From an optimization exercise on the open Yosys and OpenROAD flow, aimed at small area, a short achievable clock period and few clock cycles per item; shortcuts taken in it are not production practice. The RTL was checked by simulation tests, not by an equivalence proof against the original design.

==> flow/design.v, too long to show whole: its modules and the start of the top module <==
// module mont_redc_ws: 1834 lines
module mont_redc_ws #(
    parameter int P_WIDTH  = 64,
    parameter int W_WIDTH  = 32,
    parameter int PD_WIDTH = 2 * P_WIDTH,
    parameter int NUM_W    = P_WIDTH / W_WIDTH
) (
    input  logic                clk,
    input  logic                rst_n,
    input  logic                in_valid,
    output logic                in_ready,
    input  logic [PD_WIDTH-1:0] Mul_in,
    input  logic [P_WIDTH-1:0]  N_in,
    input  logic [W_WIDTH-1:0]  Nprime_in,
    output logic                out_valid,
    input  logic                out_ready,
    output logic [P_WIDTH-1:0]  res_out,
    output logic [P_WIDTH:0]    res_raw_out
);
  // ...
==> flow/flow/run.sh <==
#!/bin/bash
# The standard layout (standard.sh: ORFS synth .. finish), except that the port
# buffers use the smallest plain buffer cell (every port still gets its own buffer).
export BUFFER_PORTS_ARGS="-buffer_cell sky130_fd_sc_hd__buf_1"
bash standard.sh > standard.log 2>&1
==> flow/standard.sh <==
#!/bin/bash
# synth_recipe.tcl (not shown) runs the flow's synth.tcl, then flattens the netlist and writes it again
# the make line also repeats each setting of config.mk as NAME=value (left out here)
make -C /OpenROAD-flow-scripts/flow DESIGN_CONFIG=/design/flow/config.mk WORK_HOME=/design/flow/orfs CLKGATE_MAP_FILE= SYNTH_SCRIPT=/design/flow/synth_recipe.tcl "${@:-finish}"
==> flow/config.mk <==
export PLATFORM = sky130hd
export DESIGN_NAME = mont_redc_ws
export DESIGN_NICKNAME = mont_redc_ws
export VERILOG_FILES = /design/flow/design.v
export SDC_FILE = /design/flow/constraint.sdc
export NUM_CORES = 4
export LEC_CHECK = 0
export CAP_MARGIN = 20
export CORE_MARGIN = 2
export CORE_UTILIZATION = 40
export CTS_BUF_LIST = sky130_fd_sc_hd__clkbuf_8
export GPL_TIMING_DRIVEN = 1
export SLEW_MARGIN = 60
==> flow/constraint.sdc <==
create_clock -name core_clock -period 16.0 [get_ports {clk}]
set_input_delay 3.2000 -clock core_clock [delete_from_list [all_inputs] [get_ports {clk}]]
set_output_delay 3.2000 -clock core_clock [all_outputs]
set_load 0.01 [all_outputs]
==> results.cfg, run 1 <==
[outcome]
status = finished clean

[global_route]
use_met1 = 0.3597
antenna_found_initial = 1

[min_path]
holdPathEnd = st_load$_SDFF_PP1_
min-delay-start = pv$_SDFF_PN0_
holdPathStages = 3

[clocking]
postCtsSetupBuffers = 0
ctsResizeCount = 0
path_clk_slew_ns = 0.06
cts.sinks = 264
cts_buffers = 49
cts.path.max_buffers = 3

[die]
nWellTaps = 950

[final_layout]
nNetsFinal = 3720
top_regs = w x66, r x65, n_q x64
buffers = 376

[placed_design]
place.gp.congestion = 0.9245
pre_cts_ws_ns = 9.722

[sta]
finalCriticalPeriod_ns = 6.293
rsz0062_at_grt = false

[synth]
synth_cells = 2841
synth_compound_area_frac = 0.1720
ys.flop_type = edfxtp_1

[routing]
drtIter0Drc = 2169
routed_wl_mm = 97.16
top_layer = met4

[worst_setup_path]
critPathLaunch = neg[0]$_DFF_P_
rr_startpoint = neg[0]$_DFF_P_
critPathLaunchType = flop
Testbench counts, summed over its fixed seeds: cycles 48,016, items 4,800.
==> run 2, diff against run 1 <==
--- a/flow/config.mk
+++ b/flow/config.mk
@@ -11,3 +11,2 @@
 export CTS_BUF_LIST = sky130_fd_sc_hd__clkbuf_8
-export GPL_TIMING_DRIVEN = 1
 export SLEW_MARGIN = 60
==> results.cfg, run 2 <==
[global_route]
antenna_found_initial = 1
grt_util_all_layers = 0.2590
first_global_vias = 23490
grt_max_degree = 55
grt_pass1_wl_mm = 147.7
gr-total-overflow = 0

[worst_setup_path]
path_cells = buf_6 > clkinv_1 > xnor2_1 > fa_1 > inv_1 > fa_1 > inv_1 > fa_1 > inv_1 > ha_1 > a21o_4 > a211oi_2 > nand3_1 > a21oi_1 > o31a_4 > o21ai_4 > a41oi_2 > o31ai_1 > xor2_1 > mux2_2
crit_type = reg -> reg
worstPathArrival_ns = 6.66
required_ns = 16.37
max_stage_delay_ns = 0.53
critical-path-slowest-cell = fa_1
end_kind = flop
critPathLaunchType = flop
cp_max_fo = 32

[final_layout]
fill_cells = 6935
area_growth_pct = 10.89
nNetsFinal = 3720
top_regs = w x66, r x65, n_q x64
multiInputGateArea_um2 = 20810
largest_reg_flops = 66
top_register = w
ff_latch_area_um2 = 6729
most-common-layout-cells = 384 x xnor2_1, 334 x buf_1, 313 x fa_1
final_common_cell = xnor2_1
drive_gt1_frac = 0.1261

[synth]
synthTopCellsByArea = fa_1 22%, edfxtp_1 15%, xnor2_1 12%
synth_edf_count = 141
async_reset_ff_frac = 0
synth_common_cells = 391 x xnor2_1, 313 x fa_1, 216 x inv_1, 195 x mux2_2, 188 x a22oi_1
ys.flop_type = edfxtp_1
yosysMostFrequentCell = xnor2_1
ys_warn_count = 3
syn_area_um2 = 29120
synth.distinct_cells = 85
syn-num-nets = 3515
synth_cells = 2841
synth-seq-cells = 264
synth.largest_area_cell = fa_1
ys_seq_area_frac = 0.2299
synth_top_area_frac = 0.2152
synth.avg_cell_area_um2 = 10.25

[sta]
maxSlewHeadroom = 0.5689
finalHoldViolations = 0
finClkSkew_ns = 0.05310
setup_violations = 0
slew_viol_final = 0
final.setup.tns_ns = 0
fmax_mhz = 158.9
tightest_slew_ns = 0.6444
fin_crit_sh = 0.3933
rsz0062_at_grt = false
finalCriticalPeriod_ns = 6.293

[run]
drv_cap = 0

[clocking]
cts_tree = done
cts.path.max_buffers = 3
clock-root-buffer = clkbuf_8
path_clk_slew_ns = 0.06
cts.sinks = 264
holdBufCountCts = 0
clk_latency_ns = 0.66
htree_levels = 2
postCtsSetupBuffers = 0
ctsResizeCount = 0
cts_buffers = 49

[routing]
first_pass_iters = 7
vias_per_cell = 5.739
drtIter0Drc = 2169
drc = 0
ant_nets = 0
routed_wl_mm = 97.16
wl_per_cell_um = 24.07
num_vias = 23170

[placed_design]
place.gp.congestion = 0.9245
io_buffers = 334
hpwl_mm = 74.22

[outcome]
status = finished clean

[die]
io_pins = 359
die_height_um = 273.8
core_area_um2 = 71730
start_util = 0.4060
dieArea_um2 = 74980
row_count = 98
fp.dieW_um = 273.8

[min_path]
hp-class = reg -> reg
## run 2: cell counts in the layout (fill, tap and decap cells not counted)
Identical to the previous run, type by type.
## run 2: worst paths after layout
check	start	endpoint	slack, ns	cells past startpoint
setup / recovery	neg[0]$_DFF_P_	w[62]$_DFFE_PP_	9.71	20
hold / removal	pv$_SDFF_PN0_	st_load$_SDFF_PP1_	0.50	3
setup reg to reg	neg[0]$_DFF_P_	w[62]$_DFFE_PP_	9.71	20
hold reg to reg	pv$_SDFF_PN0_	st_load$_SDFF_PP1_	0.50	3
## run 2: cell families after synthesis
family	after synthesis	synth area share
fa+ha+maj	446	0.2723
xor+xnor	447	0.1349
simple gates	315	0.04984
compound gates	717	0.1720
flops	264	0.2299
mux	210	0.08150
buf+inv	442	0.05950
## run 2: layer usage
metal / track usage / up-vias / wire [µm]
li1: - / 10400 / -
met1: 0.3597 / 11550 / 41960
met5: 0 / - / 0
met2: 0.4113 / 1068 / 44380
met4: 0.08211 / 0 / 3287
met3: 0.04316 / 153 / 7531
## run 2: stage by stage
stage          cells  utilization  hold slack [ns]  cell area [µm²]  setup slack (ns)
2_1_floorplan   2841            -           0.4528            29120             8.917
3_3_place_gp    3942       0.4321           0.4849            30990             9.456
3_5_place_dp    3944       0.4344           0.4917            31160             9.722
4_1_cts         4035       0.4494           0.5055            32240             9.683
5_1_grt         4037       0.4502           0.5377            32290             9.366
6_report        4037       0.4502           0.5047            32290             9.707
## run 2: area by class of cell
cell class / count / share of cell area
multi-input combinational: 2135 / 0.6443
sequential: 264 / 0.2084
timing repair buffer: 376 / 0.05153
tap: 950 / 0.03681
clock buffer: 63 / 0.02685
inverter: 220 / 0.02557
clock inverter: 28 / 0.006548
antenna: 1 / 0.00007749
## run 2: critical path, delay by kind of cell, from the launching register on
family,cells,cell delay [ns]
and+or+nand+nor,1,0.19
xor gates and xnor gates,2,0.52
buffers and inverters,5,1.05
DFF,1,0.32
AOI/OAI and AO/OA,7,1.95
adders and majority gates,4,1.69
muxes,1,0.29
==> run 3, diff against run 2 <==
==> flow/run.sh (new file) <==
#!/bin/bash
# synth_recipe.tcl (not shown) runs the flow's synth.tcl, then flattens the netlist and writes it again
# the make line also repeats each setting of config.mk as NAME=value (left out here)
make -C /OpenROAD-flow-scripts/flow DESIGN_CONFIG=/design/flow/config.mk WORK_HOME=/design/flow/orfs CLKGATE_MAP_FILE= SYNTH_SCRIPT=/design/flow/synth_recipe.tcl finish
--- a/flow/config.mk
+++ b/flow/config.mk
@@ -10,3 +10,2 @@
 export CORE_UTILIZATION = 40
-export CTS_BUF_LIST = sky130_fd_sc_hd__clkbuf_8
 export SLEW_MARGIN = 60
removed: flow/flow/run.sh
removed: flow/standard.sh
==> results.cfg, run 3 <==
[outcome]
status = finished clean

[placed_design]
pre_cts_ws_ns = 9.587
hpwl_mm = 77.27
io_buffers = 334
dp_cells = 3946
place.gp.congestion = 0.9441

[final_layout]
fin_cells = 4009
diodes = 0
postLayoutCoreUtil = 0.4797
most-common-layout-cells = 384 x xnor2_1, 334 x clkdlybuf4s50_1, 313 x fa_1
final_common_cell = xnor2_1
drive_gt1_frac = 0.1174
top_regs = w x66, r x65, n_q x64
area_growth_pct = 18.14
largest_reg_flops = 66
top_register = w
nNetsFinal = 3708

[sta]
fmax_mhz = 156.1
slew_viol_final = 0
finalHoldViolations = 0
maxSlewHeadroom = 0.5984
tightest_slew_ns = 0.5961
fin_crit_sh = 0.4004
rsz0062_at_grt = false
final.setup.tns_ns = 0
setup_violations = 0
finClkSkew_ns = 0.02238
finalCriticalPeriod_ns = 6.406
timing.final.ws_setup_ns = 9.594

[synth]
syn_area_um2 = 29120
synth.largest_area_cell = fa_1
synth_common_cells = 391 x xnor2_1, 313 x fa_1, 216 x inv_1, 195 x mux2_2, 188 x a22oi_1
synth_top_area_frac = 0.2152
async_reset_ff_frac = 0
synth_xor_xnor_area_share = 0.1349
yosysMostFrequentCell = xnor2_1
ys_warn_count = 3
synth_compound_area_frac = 0.1720
synth_top_family_by_area = adder cells
yosys.area_share.adder = 0.2723
ys.flop_type = edfxtp_1
synth_cells = 2841
yosys.area_share.simple = 0.04984
synth_edf_count = 141
synthMuxAreaShare = 0.08150
synthTopCellsByArea = fa_1 22%, edfxtp_1 15%, xnor2_1 12%
ys_seq_area_frac = 0.2299
synth.distinct_cells = 85
synth-seq-cells = 264
syn-num-nets = 3515
synth.avg_cell_area_um2 = 10.25

[clocking]
cts.sinks = 264
postCtsSetupBuffers = 0
ctsResizeCount = 0
cts.path.max_buffers = 3
htree_levels = 2
path_clk_slew_ns = 0.06
cts_buffers = 34
holdBufCountCts = 0
cts_tree = done
clock-root-buffer = clkbuf_16
clk_latency_ns = 0.57

[worst_setup_path]
critPathLaunchType = flop
worstPathArrival_ns = 6.70
rr_startpoint = neg[0]$_DFF_P_
reg2reg_to = r[48]$_DFFE_PP_
end_kind = flop
reg2reg_depth = 20
cp_max_fo = 32
path_cells = buf_6 > clkinv_1 > xnor2_1 > fa_1 > inv_1 > fa_1 > inv_1 > fa_1 > inv_1 > ha_1 > a21o_4 > a211oi_2 > nand3_1 > a21oi_1 > o31a_4 > o21ai_2 > a21oi_1 > o221ai_1 > xor2_1 > a22o_1
rrSetupSlack_ns = 9.59
required_ns = 16.29
critPathTopFamily = compound AO/OA/AOI/OAI gates
crit_type = reg -> reg
path_buf_inv = 5
critical-path-slowest-cell = clkinv_1
max_stage_delay_ns = 0.56

[routing]
ant_nets = 0
first_pass_iters = 6
routed_wl_mm = 101.1
drc = 0
drtIter0Drc = 2100
vias_per_cell = 5.910
num_vias = 23690
wl_per_cell_um = 25.21

[run]
drv_cap = 0

[die]
core_area_um2 = 71730
start_util = 0.4060
row_count = 98
dieArea_um2 = 74980
fp.dieW_um = 273.8
io_pins = 359
die_height_um = 273.8

[global_route]
antenna_found_initial = 2
grt_max_degree = 65
first_global_vias = 24350
grt_pass1_wl_mm = 153.6
gr-total-overflow = 0
grt_util_all_layers = 0.2694

[min_path]
min-delay-start = pv$_SDFF_PN0_
holdPathStages = 3
hp-class = reg -> reg
holdPathEnd = st_load$_SDFF_PP1_
[run 3: cell counts after synthesis]
No cell type changed its count.
[run 3: worst min-delay path, delay by kind of cell, from the launching register on]
family	cells	cell delay (ns)
simple gates	3	0.18
flops	1	0.31
[run 3: worst max path at each step]
stage	start	endpoint	slack, ns	depth (start not counted)
6_report	neg[0]$_DFF_P_	r[48]$_DFFE_PP_	9.59	20
5_1_grt	neg[0]$_DFF_P_	r[48]$_DFFE_PP_	9.44	20
4_1_cts	q_q[7]$_DFF_P_	w[49]$_DFFE_PP_	9.58	16
3_5_place_dp	q_q[7]$_DFF_P_	w[49]$_DFFE_PP_	9.59	16
3_3_place_gp	neg[0]$_DFF_P_	w[52]$_DFFE_PP_	9.31	19
2_1_floorplan	out_ready	r[0]$_DFFE_PP_	8.92	3
[run 3: per-layer routing]
layer,GRT usage,vias to the layer above,part of all wire
met1,0.3662,11990,0.42
li1,-,10360,-
met5,0,-,0.00020
met2,0.4333,1166,0.46
met4,0.09606,2,0.036
met3,0.04368,173,0.078
[run 3: cells by family (layout without fill, tap and decap cells)]
logic type / Yosys count / count (layout)
compound gates: 717 / 717
xor+xnor: 447 / 447
fa+ha+maj: 446 / 446
buf+inv: 442 / 660
flops: 264 / 264
mux: 210 / 210
simple gates: 315 / 315
[run 3: final cells by class]
cell class / count / area (µm²)
sequential: 264 / 6724
clock inverter: 11 / 123.9
multi-input combinational: 2135 / 20810
tap: 950 / 1189
fill: 6612 / 37320
timing repair buffer: 379 / 3742
clock buffer: 50 / 994.7
inverter: 220 / 827.0
[run 3: through the flow]
step                      hold WS [ns]  cell area, µm²
final                           0.5184           34410
after global routing            0.5599           34410
after CTS                       0.5267           34350
after detailed placement        0.5067           33230
after global placement          0.4904           33100
after floorplan                 0.4528           29120
==> run 4, diff against run 3 <==
==> flow/flow/run.sh (new file) <==
#!/bin/bash
# The standard layout (standard.sh: ORFS synth .. finish) with two changes:
#  - port buffers use the smallest plain buffer cell (every port still gets its own buffer)
#  - the setup repair over-fixes: repair_timing aims at 10 ns of setup slack instead of 0
export BUFFER_PORTS_ARGS="-buffer_cell sky130_fd_sc_hd__buf_1"
export SETUP_SLACK_MARGIN=10
bash standard.sh > standard.log 2>&1
==> flow/standard.sh (new file) <==
#!/bin/bash
# synth_recipe.tcl (not shown) runs the flow's synth.tcl, then flattens the netlist and writes it again
# the make line also repeats each setting of config.mk as NAME=value (left out here)
make -C /OpenROAD-flow-scripts/flow DESIGN_CONFIG=/design/flow/config.mk WORK_HOME=/design/flow/orfs CLKGATE_MAP_FILE= SYNTH_SCRIPT=/design/flow/synth_recipe.tcl "${@:-finish}"
--- a/flow/config.mk
+++ b/flow/config.mk
@@ -10,2 +10,3 @@
 export CORE_UTILIZATION = 40
+export CTS_BUF_LIST = sky130_fd_sc_hd__clkbuf_8
 export SLEW_MARGIN = 60
removed: flow/run.sh
==> results.cfg, run 4 <==
[outcome]
status = finished clean

[sta]
rsz0062_at_grt = true
fin_crit_sh = 0.3651
tightest_slew_ns = 0.5830
fmax_mhz = 171.2
finalCriticalPeriod_ns = 5.842
hold_slack_ns = 0.4964
slew_viol_final = 0
finalHoldViolations = 0
maxSlewHeadroom = 0.6085
setup_violations = 0
final.setup.tns_ns = 0
finClkSkew_ns = 0.05870
timing.final.ws_setup_ns = 10.16

[synth]
ys_warn_count = 3
syn_area_um2 = 29120
synth.distinct_cells = 85
synth_edf_count = 141
synth_top_area_frac = 0.2152
async_reset_ff_frac = 0
ys_seq_area_frac = 0.2299
synth-seq-cells = 264
yosysMostFrequentCell = xnor2_1
synthTopCellsByArea = fa_1 22%, edfxtp_1 15%, xnor2_1 12%
synth_cells = 2841
synth.largest_area_cell = fa_1
syn-num-nets = 3515
ys.flop_type = edfxtp_1
synth_common_cells = 391 x xnor2_1, 313 x fa_1, 216 x inv_1, 195 x mux2_2, 188 x a22oi_1
synth.avg_cell_area_um2 = 10.25

[final_layout]
drive_gt1_frac = 0.1358
final_common_cell = xnor2_1
most-common-layout-cells = 384 x xnor2_1, 334 x buf_1, 312 x fa_1
nNetsFinal = 3725
top_regs = w x66, r x65, n_q x64
area_growth_pct = 12.30
postLayoutCoreUtil = 0.4560
top_register = w
largest_reg_flops = 66

[worst_setup_path]
end_kind = flop
worstPathArrival_ns = 6.23
reg2reg_depth = 14
crit_type = reg -> reg
cp_max_fo = 21
rrSetupSlack_ns = 10.16
critPathLaunchType = flop
required_ns = 16.39

[global_route]
grt_pass1_wl_mm = 145.9
grt_max_degree = 64
antenna_found_initial = 1
first_global_vias = 23150
grt_util_all_layers = 0.2572
gr-total-overflow = 0

[die]
fp.dieW_um = 273.8
core_area_um2 = 71730
row_count = 98
die_height_um = 273.8
start_util = 0.4060
dieArea_um2 = 74980
io_pins = 359

[placed_design]
pre_cts_ws_ns = 9.767
place.gp.congestion = 0.9317
hpwl_mm = 74.01
io_buffers = 334

[min_path]
holdPathStages = 3
hp-class = reg -> reg

[routing]
vias_per_cell = 5.716
ant_nets = 0
wl_per_cell_um = 24.39
num_vias = 23120
drc = 0
first_pass_iters = 6
drtIter0Drc = 2074
routed_wl_mm = 98.64

[clocking]
cts_tree = done
cts.path.max_buffers = 3
holdBufCountCts = 0
path_clk_slew_ns = 0.06
htree_levels = 2
cts.sinks = 264
clk_latency_ns = 0.68
clock-root-buffer = clkbuf_8
cts_buffers = 50

[run]
drv_cap = 0
run 4: per-layer routing:
metal	routed length, µm	part of all wire	GRT usage	vias to the layer above
met5	0	0	0	-
met4	3004	0.030	0.08283	0
met3	7235	0.073	0.03719	142
met2	45660	0.46	0.4093	1045
met1	42740	0.43	0.3595	11530
li1	-	-	-	10400
run 4: repair_timing:
action / 4_1_cts / 5_1_grt
resized for setup: 7 / 53
pin swaps: 0 / 1
gates cloned: 0 / 1
setup endpoints to repair: 35 / 36
setup buffers: 0 / 9
run 4: worst max-delay path, stage by stage, from the launching register on:
cell       delay [ns]
dfxtp_2          0.68
o22ai_1          0.19
xnor2_1          0.17
fa_1             0.48
fa_1             0.50
fa_1             0.49
ha_1             0.48
nand4_1          0.33
or3b_2           0.56
o221ai_2         0.38
a2111oi_2        0.12
nor2_1           0.45
a41oi_2          0.18
xnor2_1          0.22
mux2_2           0.30
run 4: final cells by class:
type / count / area [µm²]
fillers: 6980 / 39020
multi-input cells: 2135 / 20910
flip-flops and latches: 264 / 6755
repair buffers: 380 / 1863
well taps: 950 / 1189
inverters: 220 / 837.1
clock buffers: 56 / 770.7
clock inverters: 38 / 381.6
diodes: 1 / 2.502
run 4: path summary, 6_finish.rpt:
check	from	end
setup / recovery	one_x[3]$_DFF_P_	w[56]$_DFFE_PP_
hold / removal	pv$_SDFF_PN0_	st_load$_SDFF_PP1_
setup reg to reg	one_x[3]$_DFF_P_	w[56]$_DFFE_PP_
hold reg to reg	pv$_SDFF_PN0_	st_load$_SDFF_PP1_
run 4: through the flow:
step / std cells / area, µm²
detailed placement: 3937 / 31110
CTS: 4031 / 32300
global route: 4044 / 32710
global placement: 3935 / 30950
finish: 4044 / 32710
floorplan: 2841 / 29130
run 4: logic make-up (layout without fill, tap and decap cells):
group | after synthesis | after routing | synth area share
AOI/OAI and AO/OA | 717 | 717 | 0.1720
xor gates and xnor gates | 447 | 447 | 0.1349
adders and majority gates | 446 | 446 | 0.2723
buffers and inverters | 442 | 694 | 0.05950
and+or+nand+nor | 315 | 315 | 0.04984
DFF | 264 | 264 | 0.2299
muxes | 210 | 210 | 0.08150
other | 0 | 1 | 0
==> run 5, diff against run 4 <==
==> flow/flow/run.sh (replaced) <==
#!/bin/bash
# The standard layout (standard.sh: ORFS synth .. finish) with two changes:
#  - port buffers use the smallest plain buffer cell (every port still gets its own buffer)
#  - the setup repair over-fixes: repair_timing aims at 11 ns of setup slack instead of 0
export BUFFER_PORTS_ARGS="-buffer_cell sky130_fd_sc_hd__buf_1"
export SETUP_SLACK_MARGIN=11
bash standard.sh > standard.log 2>&1
==> results.cfg, run 5 <==
[die]
core_area_um2 = 71730
row_count = 98
dieArea_um2 = 74980
die_height_um = 273.8
io_pins = 359
start_util = 0.4060
fp.dieW_um = 273.8

[synth]
syn-num-nets = 3515
synthTopCellsByArea = fa_1 22%, edfxtp_1 15%, xnor2_1 12%
synth.distinct_cells = 85
syn_area_um2 = 29120
ys.flop_type = edfxtp_1
synth_edf_count = 141
yosysMostFrequentCell = xnor2_1
synth_common_cells = 391 x xnor2_1, 313 x fa_1, 216 x inv_1, 195 x mux2_2, 188 x a22oi_1
synth.avg_cell_area_um2 = 10.25
async_reset_ff_frac = 0
synth.largest_area_cell = fa_1
synth-seq-cells = 264
synth_cells = 2841
synth_top_area_frac = 0.2152
ys_warn_count = 3
ys_seq_area_frac = 0.2299

[sta]
maxSlewHeadroom = 0.5913
rsz0062_at_grt = true
slew_viol_final = 0
fin_crit_sh = 0.3455
finalCriticalPeriod_ns = 5.527
fmax_mhz = 180.9
timing.final.ws_setup_ns = 10.47
setup_violations = 0
hold_slack_ns = 0.4998
finClkSkew_ns = 0.04509
finalHoldViolations = 0
final.setup.tns_ns = 0
tightest_slew_ns = 0.6110

[global_route]
grt_util_all_layers = 0.2972
antenna_found_initial = 4
first_global_vias = 25510
grt_max_degree = 67
grt_pass1_wl_mm = 166.5
gr-total-overflow = 0

[routing]
first_pass_iters = 7
wl_per_cell_um = 27.86
num_vias = 26210
drtIter0Drc = 2929
ant_nets = 0
vias_per_cell = 6.122
routed_wl_mm = 119.3
drc = 0

[clocking]
clk_latency_ns = 0.67
cts.sinks = 264
cts.path.max_buffers = 3
clock-root-buffer = clkbuf_8
htree_levels = 2
path_clk_slew_ns = 0.06
cts_tree = done
cts_buffers = 48
holdBufCountCts = 0

[worst_setup_path]
crit_top_cell = inv_2
path_buf_inv = 5
max_stage_delay_ns = 0.59
end_kind = flop
critPathTopFamily = adder cells
critical-path-slowest-cell = fa_1
worstPathArrival_ns = 6.06
required_ns = 16.53
critPathLaunchType = flop
cp_max_fo = 6
crit_type = reg -> reg

[outcome]
status = finished clean

[final_layout]
nNetsFinal = 3963
most-common-layout-cells = 328 x xnor2_1, 283 x fa_1, 212 x buf_1
fin_cells = 4281
final_common_cell = xnor2_1
top_regs = w x66, r x65, n_q x64
largest_reg_flops = 66
area_growth_pct = 37.49
fill_cells = 5917
drive_gt1_frac = 0.3597
top_register = w

[placed_design]
dp_cells = 3944
hpwl_mm = 74.74
io_buffers = 334
pre_cts_ws_ns = 9.845
place.gp.congestion = 0.9340

[min_path]
hp-class = reg -> reg

[run]
drv_cap = 0
run 5: cell count changes in the layout (fill, tap and decap cells not counted), moves of 39 or more:
| cell | before | now |
|---|---|---|
| a21oi_1 | 102 | 62 |
| a22oi_1 | 188 | 144 |
| a22oi_2 | 3 | 47 |
| buf_1 | 334 | 212 |
| buf_12 | 5 | 44 |
| buf_4 | 17 | 139 |
| buf_6 | 13 | 143 |
| ha_1 | 132 | 75 |
| ha_4 | 0 | 54 |
| mux2_2 | 194 | 87 |
| mux2_4 | 8 | 115 |
| xnor2_1 | 384 | 328 |
| xnor2_2 | 7 | 55 |
run 5: final cells by class:
type                       instances  area, µm²  share of cell area
multi-input combinational       2135      24410              0.6097
inverter                         220      842.1             0.02103
clock buffer                      52      715.7             0.01787
timing repair buffer             620       5774              0.1442
clock inverter                    37      309.0            0.007718
tap                              950       1189             0.02969
sequential                       264       6789              0.1696
antenna                            3      7.507           0.0001875
run 5: cells by family after synthesis:
kind of cell    after synthesis  synth area share
flops                       264            0.2299
mux                         210           0.08150
compound gates              717            0.1720
fa+ha+maj                   446            0.2723
buf+inv                     442           0.05950
simple gates                315           0.04984
xor+xnor                    447            0.1349
run 5: worst paths after layout:
| path | slack (ns) | start | cells after the start | to |
|---|---|---|---|---|
| max reg2reg | 10.47 | la_on$_SDFFE_PP0P_ | 25 | two[3]$_DFF_P_ |
| min | 0.50 | pv$_SDFF_PN0_ | 3 | st_load$_SDFF_PP1_ |
| min reg2reg | 0.50 | pv$_SDFF_PN0_ | 3 | st_load$_SDFF_PP1_ |
| max | 10.47 | la_on$_SDFFE_PP0P_ | 25 | two[3]$_DFF_P_ |
run 5: stage by stage:
step                  util  instance area, µm²
floorplan                -               29340
global placement    0.4335               31100
detailed placement  0.4366               31320
CTS                 0.5147               36920
global route        0.5581               40040
finish              0.5582               40040
run 5: repair_timing:
| action | 4_1_cts | 5_1_grt |
|---|---|---|
| pin swaps | 207 | 200 |
| resized for setup | 575 | 561 |
| endpoints found under the setup margin | 261 | 242 |
| setup buffers | 132 | 71 |
| cloned | 31 | 10 |
run 5: worst reg2reg max path: stages (launching register included):
cell and delay (ns):
dfxtp_4 0.43, buf_12 0.14, buf_16 0.12, mux2_4 0.37
a22oi_2 0.21, xnor2_1 0.09, ha_1 0.24, fa_1 0.59
fa_1 0.46, nor4_2 0.22, nand4_1 0.21, fa_2 0.42
inv_2 0.07, fa_2 0.20, inv_2 0.04, a21oi_2 0.14
o21bai_1 0.10, a21oi_1 0.17, nor2_1 0.09, nor2_2 0.15
xnor2_2 0.09, a21oi_2 0.15, a21o_1 0.24, inv_2 0.08
ha_4 0.16, mux2_4 0.25
run 5: per-layer routing:
metal	GRT usage	share of wire	vias up
li1	-	-	10880
met1	0.3977	0.38	13120
met2	0.4591	0.45	1792
met3	0.06123	0.11	408
met4	0.1424	0.062	4
met5	0	0.00022	-
==> run 6, diff against run 5 <==
==> flow/flow/run.sh (replaced) <==
#!/bin/bash
# The standard layout (standard.sh: ORFS synth .. finish) with two changes:
#  - port buffers use the smallest plain buffer cell (every port still gets its own buffer)
#  - the setup repair over-fixes: repair_timing aims at 12 ns of setup slack instead of 0
export BUFFER_PORTS_ARGS="-buffer_cell sky130_fd_sc_hd__buf_1"
export SETUP_SLACK_MARGIN=12
bash standard.sh > standard.log 2>&1
==> results.cfg, run 6 <==
[outcome]
status = finished clean

[sta]
setup_violations = 0
final.setup.tns_ns = 0
finalCriticalPeriod_ns = 5.487
rsz0062_at_grt = true
tightest_slew_ns = 0.7375
slew_viol_final = 0
fmax_mhz = 182.2
finalHoldViolations = 0
finClkSkew_ns = 0.06011
fin_crit_sh = 0.3430
maxSlewHeadroom = 0.5050

[final_layout]
final_common_cell = xnor2_1
nNetsFinal = 3980
largest_reg_flops = 66
ff_latch_area_um2 = 6788
postLayoutCellArea_um2 = 40740
drive_gt1_frac = 0.3723
multiInputGateArea_um2 = 24830
top_register = w
postLayoutCoreUtil = 0.5680
most-common-layout-cells = 325 x xnor2_1, 286 x fa_1, 205 x buf_1
top_regs = w x66, r x65, n_q x64
area_growth_pct = 39.90
fill_cells = 5754

[placed_design]
hpwl_mm = 78.42
io_buffers = 334
place.gp.congestion = 0.9317
place_area_um2 = 32170

[synth]
synth.avg_cell_area_um2 = 10.25
ys_seq_area_frac = 0.2299
syn_area_um2 = 29120
synth_common_cells = 391 x xnor2_1, 313 x fa_1, 216 x inv_1, 195 x mux2_2, 188 x a22oi_1
synth_cells = 2841
ys.flop_type = edfxtp_1
yosysMostFrequentCell = xnor2_1
async_reset_ff_frac = 0
syn-num-nets = 3515
ys_warn_count = 3
synth-seq-cells = 264
synth_edf_count = 141
synthTopCellsByArea = fa_1 22%, edfxtp_1 15%, xnor2_1 12%
synth_top_area_frac = 0.2152
synth.distinct_cells = 85
synth.largest_area_cell = fa_1

[clocking]
cts_tree = done
htree_levels = 2
cts.sinks = 264
clk_latency_ns = 0.70
cts_buffers = 49
clock-root-buffer = clkbuf_8
cts.path.max_buffers = 3
path_clk_slew_ns = 0.06

[worst_setup_path]
reg2reg_depth = 19
end_kind = flop
rrSetupSlack_ns = 10.51
required_ns = 16.43
cp_max_fo = 5
crit_type = reg -> reg
rr_startpoint = one[0]$_DFF_P_
worstPathArrival_ns = 5.92
reg2reg_to = w[57]$_DFFE_PP_
critPathLaunchType = flop

[die]
core_area_um2 = 71730
dieArea_um2 = 74980
io_pins = 359
die_height_um = 273.8
start_util = 0.4060
fp.dieW_um = 273.8
row_count = 98

[routing]
drc = 0
ant_nets = 0
drtIter0Drc = 2835
wl_per_cell_um = 28.26
routed_wl_mm = 121.5
num_vias = 26190
vias_per_cell = 6.094
first_pass_iters = 8

[global_route]
grt_util_all_layers = 0.3050
gr-total-overflow = 0
antenna_found_initial = 1
grt_max_degree = 66
first_global_vias = 26430
grt_pass1_wl_mm = 170.5

[min_path]
hp-class = reg -> reg
holdPathEnd = st_load$_SDFF_PP1_
min-delay-start = pv$_SDFF_PN0_
holdPathStages = 3

[run]
drv_cap = 0
-- run 6: what timing repair did --
item | CTS | global route
hold buffers | 0 | 0
pin swaps | 193 | 183
setup endpoints to repair | 348 | 290
setup buffers | 150 | 76
gates resized for setup | 612 | 478
hold endpoints to repair | 0 | 0
cloned | 27 | 5
-- run 6: layout make-up --
type                            instances  area share
Multi-Input combinational cell       2135      0.6094
Inverter                              220     0.02048
Clock buffer                           60     0.02027
Timing Repair Buffer                  636      0.1471
Clock inverter                         32    0.006940
Tap cell                              950     0.02917
Antenna cell                            1  0.00006142
Sequential cell                       264      0.1666
-- run 6: how the worst max path moves through the flow --
stage	slack [ns]	from	endpoint
2_1_floorplan	11.03	la_on$_SDFFE_PP0P_	two[3]$_DFF_P_
3_3_place_gp	9.55	two_x[3]$_DFF_P_	w[52]$_DFFE_PP_
3_5_place_dp	9.89	neg[0]$_DFF_P_	w[52]$_DFFE_PP_
4_1_cts	10.60	one[0]$_DFF_P_	w[53]$_DFFE_PP_
5_1_grt	10.39	la_on$_SDFFE_PP0P_	two_x[3]$_DFF_P_
6_report	10.51	one[0]$_DFF_P_	w[57]$_DFFE_PP_
-- run 6: worst max-delay path, stage by stage (launching register included) --
cell and delay, ns:
dfxtp_4 0.39, buf_12 0.16, a22oi_2 0.21, xnor2_2 0.10, fa_1 0.57, fa_1 0.43, fa_1 0.49, ha_4 0.35
a21oi_2 0.09, o211ai_1 0.31, a31oi_4 0.14, o41ai_2 0.33, buf_4 0.19, o2111ai_4 0.11, and3_4 0.22, o21a_4 0.23
buf_6 0.13, o41ai_4 0.30, xor2_2 0.18, mux2_2 0.28
-- run 6: cells by family after synthesis --
kind of cell | Yosys count | share of synthesized area
mux | 210 | 0.08150
fa+ha+maj | 446 | 0.2723
flops | 264 | 0.2299
xor+xnor | 447 | 0.1349
compound gates | 717 | 0.1720
buf+inv | 442 | 0.05950
simple gates | 315 | 0.04984
-- run 6: layer usage --
layer  global-route usage  vias to the layer above  part of all wire
met4               0.1500                        2             0.063
met5                    0                        -           0.00012
li1                     -                    10930                 -
met1               0.3909                    13120              0.38
met2               0.4876                     1709              0.46
met3              0.06588                      429             0.098
-- run 6: metrics by stage --
stage | setup WS (ns) | hold WS [ns] | std cells
after CTS | 10.60 | 0.5156 | 4214
after detailed placement | 9.886 | 0.4981 | 3945
final | 10.51 | 0.5133 | 4298
after global placement | 9.552 | 0.4890 | 3939
after global routing | 10.39 | 0.5253 | 4297
after floorplan | 11.03 | 0.4528 | 2841
==> run 7, diff against run 6 <==
==> flow/flow/run.sh (replaced) <==
#!/bin/bash
# The standard layout (standard.sh: ORFS synth .. finish) with two changes:
#  - port buffers use the smallest plain buffer cell (every port still gets its own buffer)
#  - the setup repair over-fixes: repair_timing aims at 10.6 ns of setup slack instead of 0
export BUFFER_PORTS_ARGS="-buffer_cell sky130_fd_sc_hd__buf_1"
export SETUP_SLACK_MARGIN=10.6
bash standard.sh > standard.log 2>&1
==> results.cfg, run 7 <==
[worst_setup_path]
critPathTopFamily = adder cells
cp_max_fo = 8
path_buf_inv = 8
rrSetupSlack_ns = 10.44
max_stage_delay_ns = 0.51
required_ns = 16.52
reg2reg_to = two[3]$_DFF_P_
crit_type = reg -> reg
end_kind = flop
critPathLaunchType = flop
reg2reg_depth = 26
critical-path-slowest-cell = fa_1
worstPathArrival_ns = 6.08
rr_startpoint = la_on$_SDFFE_PP0P_

[placed_design]
place.gp.congestion = 0.9205
pre_cts_ws_ns = 9.967
hpwl_mm = 74.74
io_buffers = 334

[global_route]
top_usage_layer = met2
globalRouteMet3Util = 0.05342
grt_util_all_layers = 0.2711
use_met1 = 0.3640
grt_max_degree = 56
first_global_vias = 23760
antenna_found_initial = 3
gr-total-overflow = 0
grt_pass1_wl_mm = 152.0
met2_usage = 0.4328

[min_path]
hp-class = reg -> reg
holdPathStages = 3
holdPathEnd = st_load$_SDFF_PP1_
min-delay-start = pv$_SDFF_PN0_

[die]
io_pins = 359
core_area_um2 = 71730
row_count = 98
die_height_um = 273.8
start_util = 0.4060
fp.dieW_um = 273.8
dieArea_um2 = 74980

[sta]
rsz0062_at_grt = true
finClkSkew_ns = 0.04260
tightest_slew_ns = 0.6306
maxSlewHeadroom = 0.5752
slew_viol_final = 0
final.setup.tns_ns = 0
fmax_mhz = 179.9
timing.final.ws_setup_ns = 10.44
finalHoldViolations = 0
setup_violations = 0
fin_crit_sh = 0.3475
finalCriticalPeriod_ns = 5.559

[synth]
ys_warn_count = 3
syn_area_um2 = 29120
synth_top_family_by_area = adder cells
ys_seq_area_frac = 0.2299
synth_xor_xnor_area_share = 0.1349
syn-num-nets = 3515
synth_compound_area_frac = 0.1720
synth.largest_area_cell = fa_1
synth.distinct_cells = 85
synth_common_cells = 391 x xnor2_1, 313 x fa_1, 216 x inv_1, 195 x mux2_2, 188 x a22oi_1
ys.flop_type = edfxtp_1
synth.avg_cell_area_um2 = 10.25
synth_cells = 2841
synth_top_area_frac = 0.2152
synth_edf_count = 141
synthMuxAreaShare = 0.08150
yosys.area_share.adder = 0.2723
yosys.area_share.simple = 0.04984
synth-seq-cells = 264
yosysMostFrequentCell = xnor2_1
synthTopCellsByArea = fa_1 22%, edfxtp_1 15%, xnor2_1 12%
async_reset_ff_frac = 0

[clocking]
cts_buffers = 51
clock-root-buffer = clkbuf_8
clk_latency_ns = 0.67
path_clk_slew_ns = 0.06
cts.sinks = 264
htree_levels = 2
cts.path.max_buffers = 3
cts_tree = done
holdBufCountCts = 0

[routing]
first_pass_iters = 5
routed_wl_mm = 104.6
vias_per_cell = 5.804
ant_nets = 0
num_vias = 24090
drc = 0
drtIter0Drc = 2392
wl_per_cell_um = 25.19

[final_layout]
largest_reg_flops = 66
area_growth_pct = 22.08
most-common-layout-cells = 366 x xnor2_1, 334 x buf_1, 296 x fa_1
drive_gt1_frac = 0.2341
fill_cells = 6573
final_common_cell = xnor2_1
nNetsFinal = 3832
top_register = w
top_regs = w x66, r x65, n_q x64

[outcome]
status = finished clean

[run]
drv_cap = 0
==> run 7: layout make-up <==
cell class / count / area, µm² / area share
Multi-Input combinational cell: 2135 / 22400 / 0.6301
Sequential cell: 264 / 6794 / 0.1911
Timing Repair Buffer: 486 / 3212 / 0.09034
Tap cell: 950 / 1189 / 0.03343
Inverter: 220 / 833.3 / 0.02344
Clock buffer: 58 / 798.3 / 0.02245
Clock inverter: 37 / 324.1 / 0.009115
Antenna cell: 1 / 2.502 / 0.00007038
==> run 7: what timing repair did <==
item,in CTS,in global routing
cloned,11,3
pin swaps,59,137
setup buffers,50,45
resized for setup,186,218
setup endpoints to repair,122,75
==> run 7: cell families after synthesis <==
group                      count (synthesis)
muxes                                    210
buffers and inverters                    442
AOI/OAI and AO/OA                        717
xor gates and xnor gates                 447
DFF                                      264
and+or+nand+nor                          315
adders and majority gates                446
==> run 7: metrics by stage <==
| stage | util | cell area (µm²) | hold slack, ns | instances |
|---|---|---|---|---|
| final | 0.4957 | 35550 | 0.5168 | 4151 |
| after global routing | 0.4957 | 35550 | 0.5331 | 4151 |
| after CTS | 0.4746 | 34040 | 0.5195 | 4101 |
| after detailed placement | 0.4358 | 31260 | 0.4959 | 3945 |
| after global placement | 0.4315 | 30950 | 0.4894 | 3935 |
| after floorplan | - | 29140 | 0.4528 | 2841 |
==> run 7: worst max-delay path by stage <==
| stage | from | end | slack (ns) | cells past startpoint |
|---|---|---|---|---|
| CTS | one[0]$_DFF_P_ | r[50]$_DFFE_PP_ | 10.54 | 17 |
| detailed placement | la_on$_SDFFE_PP0P_ | two[3]$_DFF_P_ | 9.97 | 21 |
| global placement | neg[0]$_DFF_P_ | w[52]$_DFFE_PP_ | 9.01 | 17 |
| finish | la_on$_SDFFE_PP0P_ | two[3]$_DFF_P_ | 10.44 | 26 |
| global route | la_on$_SDFFE_PP0P_ | two[3]$_DFF_P_ | 10.22 | 25 |
| floorplan | neg_x[2]$_DFF_P_ | w[49]$_DFFE_PP_ | 10.61 | 19 |
==> run 7: per-layer routing <==
metal | vias to the layer above | wire (µm)
met5 | - | 23
met3 | 237 | 9203
li1 | 10620 | -
met1 | 11990 | 42740
met4 | 4 | 4572
met2 | 1243 | 48030
==> run 7: worst reg2reg max path, cell delays in order, from the launching register on <==
cell	delay (ns)
dfxtp_4	0.38
buf_12	0.14
buf_16	0.13
buf_12	0.12
buf_4	0.13
mux2_4	0.37
a22oi_2	0.23
xor2_1	0.20
fa_1	0.44
inv_1	0.09
fa_1	0.44
fa_1	0.51
fa_2	0.22
inv_2	0.04
fa_2	0.38
inv_2	0.06
a21oi_2	0.05
o21bai_1	0.18
a21oi_1	0.10
nor2_1	0.12
nor2_1	0.06
xnor2_1	0.14
a21oi_1	0.20
a21o_1	0.22
inv_2	0.07
ha_4	0.16
mux2_4	0.25
==> run 8, diff against run 7 <==
==> flow/flow/run.sh (replaced) <==
#!/bin/bash
# The standard layout (standard.sh: ORFS synth .. finish) with two changes:
#  - port buffers use the smallest plain buffer cell (every port still gets its own buffer)
#  - the setup repair over-fixes: repair_timing aims at 10.3 ns of setup slack instead of 0
export BUFFER_PORTS_ARGS="-buffer_cell sky130_fd_sc_hd__buf_1"
export SETUP_SLACK_MARGIN=10.3
bash standard.sh > standard.log 2>&1
==> results.cfg, run 8 <==
[synth]
syn_area_um2 = 29120
synth_common_cells = 391 x xnor2_1, 313 x fa_1, 216 x inv_1, 195 x mux2_2, 188 x a22oi_1
synth.avg_cell_area_um2 = 10.25
async_reset_ff_frac = 0
ys_warn_count = 3
ys.flop_type = edfxtp_1
syn-num-nets = 3515
synth-seq-cells = 264
synth_cells = 2841
synth.distinct_cells = 85
synth_edf_count = 141
yosysMostFrequentCell = xnor2_1
synthTopCellsByArea = fa_1 22%, edfxtp_1 15%, xnor2_1 12%
synth_top_area_frac = 0.2152
synth.largest_area_cell = fa_1
ys_seq_area_frac = 0.2299

[final_layout]
drive_gt1_frac = 0.1625
fill_cells = 6922
ff_latch_area_um2 = 6774
final_common_cell = xnor2_1
top_register = w
most-common-layout-cells = 382 x xnor2_1, 334 x buf_1, 310 x fa_1
top_regs = w x66, r x65, n_q x64
largest_reg_flops = 66
postLayoutCoreUtil = 0.4661
fin_cells = 4065
multiInputGateArea_um2 = 21300
nNetsFinal = 3745
area_growth_pct = 14.79

[placed_design]
io_buffers = 334
dp_cells = 3937
hpwl_mm = 74.01
place.gp.congestion = 0.9317

[sta]
setup_violations = 0
finalHoldViolations = 0
maxSlewHeadroom = 0.5842
slew_viol_final = 0
fmax_mhz = 177.2
finalCriticalPeriod_ns = 5.644
finClkSkew_ns = 0.06445
final.setup.tns_ns = 0
fin_crit_sh = 0.3528
rsz0062_at_grt = true
tightest_slew_ns = 0.6192

[clocking]
clk_latency_ns = 0.69
path_clk_slew_ns = 0.07
htree_levels = 2
cts.path.max_buffers = 3
clock-root-buffer = clkbuf_8
cts_tree = done
holdBufCountCts = 0
cts.sinks = 264
cts_buffers = 50

[global_route]
grt_pass1_wl_mm = 148.0
gr-total-overflow = 0
grt_max_degree = 64
grt_util_all_layers = 0.2619
antenna_found_initial = 1
first_global_vias = 23360

[run]
drv_cap = 0

[routing]
vias_per_cell = 5.751
dr_wl_met2_mm = 46.22
wl_met3_mm = 7.196
routed_wl_mm = 99.54
drc = 0
first_pass_iters = 6
num_vias = 23380
wl_per_cell_um = 24.49
top_layer = met4
ant_nets = 0
wl_met1_mm = 42.82
drtIter0Drc = 2095

[die]
row_count = 98
io_pins = 359
die_height_um = 273.8
start_util = 0.4060
core_area_um2 = 71730
dieArea_um2 = 74980
fp.dieW_um = 273.8

[worst_setup_path]
max_stage_delay_ns = 0.53
path_cells = buf_6 > a22oi_1 > xnor2_1 > fa_1 > fa_1 > fa_1 > ha_2 > nand2_1 > o21ai_4 > a31oi_2 > o41ai_2 > o2111ai_2 > and3_4 > o21a_2 > o41ai_4 > xor2_2 > mux2_2
end_kind = flop
worstPathArrival_ns = 6.03
critPathLaunchType = flop
cp_max_fo = 8
required_ns = 16.38
crit_top_cell = fa_1
crit_type = reg -> reg
critical-path-slowest-cell = fa_1

[min_path]
hp-class = reg -> reg

[outcome]
status = finished clean
-- run 8: final cells by class --
cell class | instances | share of cell area
sequential | 264 | 0.2026
clock buffer | 56 | 0.02305
timing repair buffer | 400 | 0.06490
clock inverter | 38 | 0.01142
inverter | 220 | 0.02504
antenna | 2 | 0.0001497
tap | 950 | 0.03556
multi-input combinational | 2135 | 0.6373
-- run 8: worst max-delay path, delay by kind of cell, from the launching register on --
kind                       cells  cell delay, ns
muxes                          1            0.30
AOI/OAI and AO/OA              7            1.78
adders and majority gates      4            1.94
xor gates and xnor gates       2            0.36
buffers and inverters          1            0.17
and+or+nand+nor                2            0.38
DFF                            1            0.40
-- run 8: logic make-up (layout without fill, tap and decap cells) --
family | after synthesis | in the layout | share of synthesized area
multiplexers | 210 | 210 | 0.08150
other | 0 | 2 | 0
buffers and inverters | 442 | 714 | 0.05950
XOR/XNOR | 447 | 447 | 0.1349
flip-flops | 264 | 264 | 0.2299
AO/OA/AOI/OAI | 717 | 717 | 0.1720
adder cells (fa/ha/maj) | 446 | 446 | 0.2723
AND/OR/NAND/NOR | 315 | 315 | 0.04984
-- run 8: path summary, 6_finish.rpt --
check                                    start  slack, ns                  to  cells after the start
worst max-delay path            one[0]$_DFF_P_      10.36     w[53]$_DFFE_PP_                     17
worst min-delay path             pv$_SDFF_PN0_       0.50  st_load$_SDFF_PP1_                      3
worst max register to register  one[0]$_DFF_P_      10.36     w[53]$_DFFE_PP_                     17
worst min register to register   pv$_SDFF_PN0_       0.50  st_load$_SDFF_PP1_                      3
-- run 8: timing repair --
action	CTS	global route
setup buffers	9	17
setup endpoints to repair	79	48
pin swaps	2	29
gates cloned	3	1
resized for setup	62	99
-- run 8: per-stage QoR --
step	setup WS [ns]	cell area, µm²	hold WS (ns)
floorplan	10.38	29130	0.4528
global placement	9.338	30950	0.4841
detailed placement	9.767	31110	0.4856
CTS	10.29	32720	0.5015
global route	10.28	33430	0.5470
finish	10.36	33430	0.4969
-- run 8: per-layer routing --
metal / vias to the layer above / GRT usage
met5: - / 0
met4: 0 / 0.08858
met3: 167 / 0.03509
met2: 1078 / 0.4179
met1: 11680 / 0.3654
li1: 10450 / -

## separate check: timing with driven ports
How much do the figures lean on ideal ports? The routed layouts below were timed once more, with nothing changed but the port constraints. Step 1 (the two cells are an assumption about what drives the block):
set clk [get_ports {clk}]
set_driving_cell -lib_cell sky130_fd_sc_hd__clkbuf_16 $clk
set_driving_cell -lib_cell sky130_fd_sc_hd__buf_2 [delete_from_list [all_inputs] $clk]
Step 2, shift: input delay + t, output delay - t, t = (earliest + latest rising clock arrival at the registers) / 2. This alone moves slack from input paths to output paths. a / b / c = ideal / step 1 / step 2; a / b = the first two.
| run | shift t [ns] | slack for setup (ns) | worst setup path after step 2 | worst slew at a driven data input, ns |
|---|---|---|---|---|
| run 1 | 0.687 | 9.707 / 9.707 / 9.707 | register to register | 0.05 |
| run 2 | 0.687 | 9.707 / 9.707 / 9.707 | register to register | 0.05 |
| run 3 | 0.615 | 9.594 / 9.594 / 9.594 | register to register | 0.06 |
| run 4 | 0.708 | 10.158 / 10.158 / 10.158 | register to register | 0.06 |
| run 5 | 0.710 | 10.473 / 10.473 / 10.473 | register to register | 0.09 |
| run 6 | 0.732 | 10.513 / 10.513 / 10.513 | register to register | 0.07 |
| run 7 | 0.705 | 10.441 / 10.441 / 10.441 | register to register | 0.06 |
| run 8 | 0.714 | 10.356 / 10.356 / 10.356 | register to register | 0.06 |
After both steps every run listed still meets setup and hold.
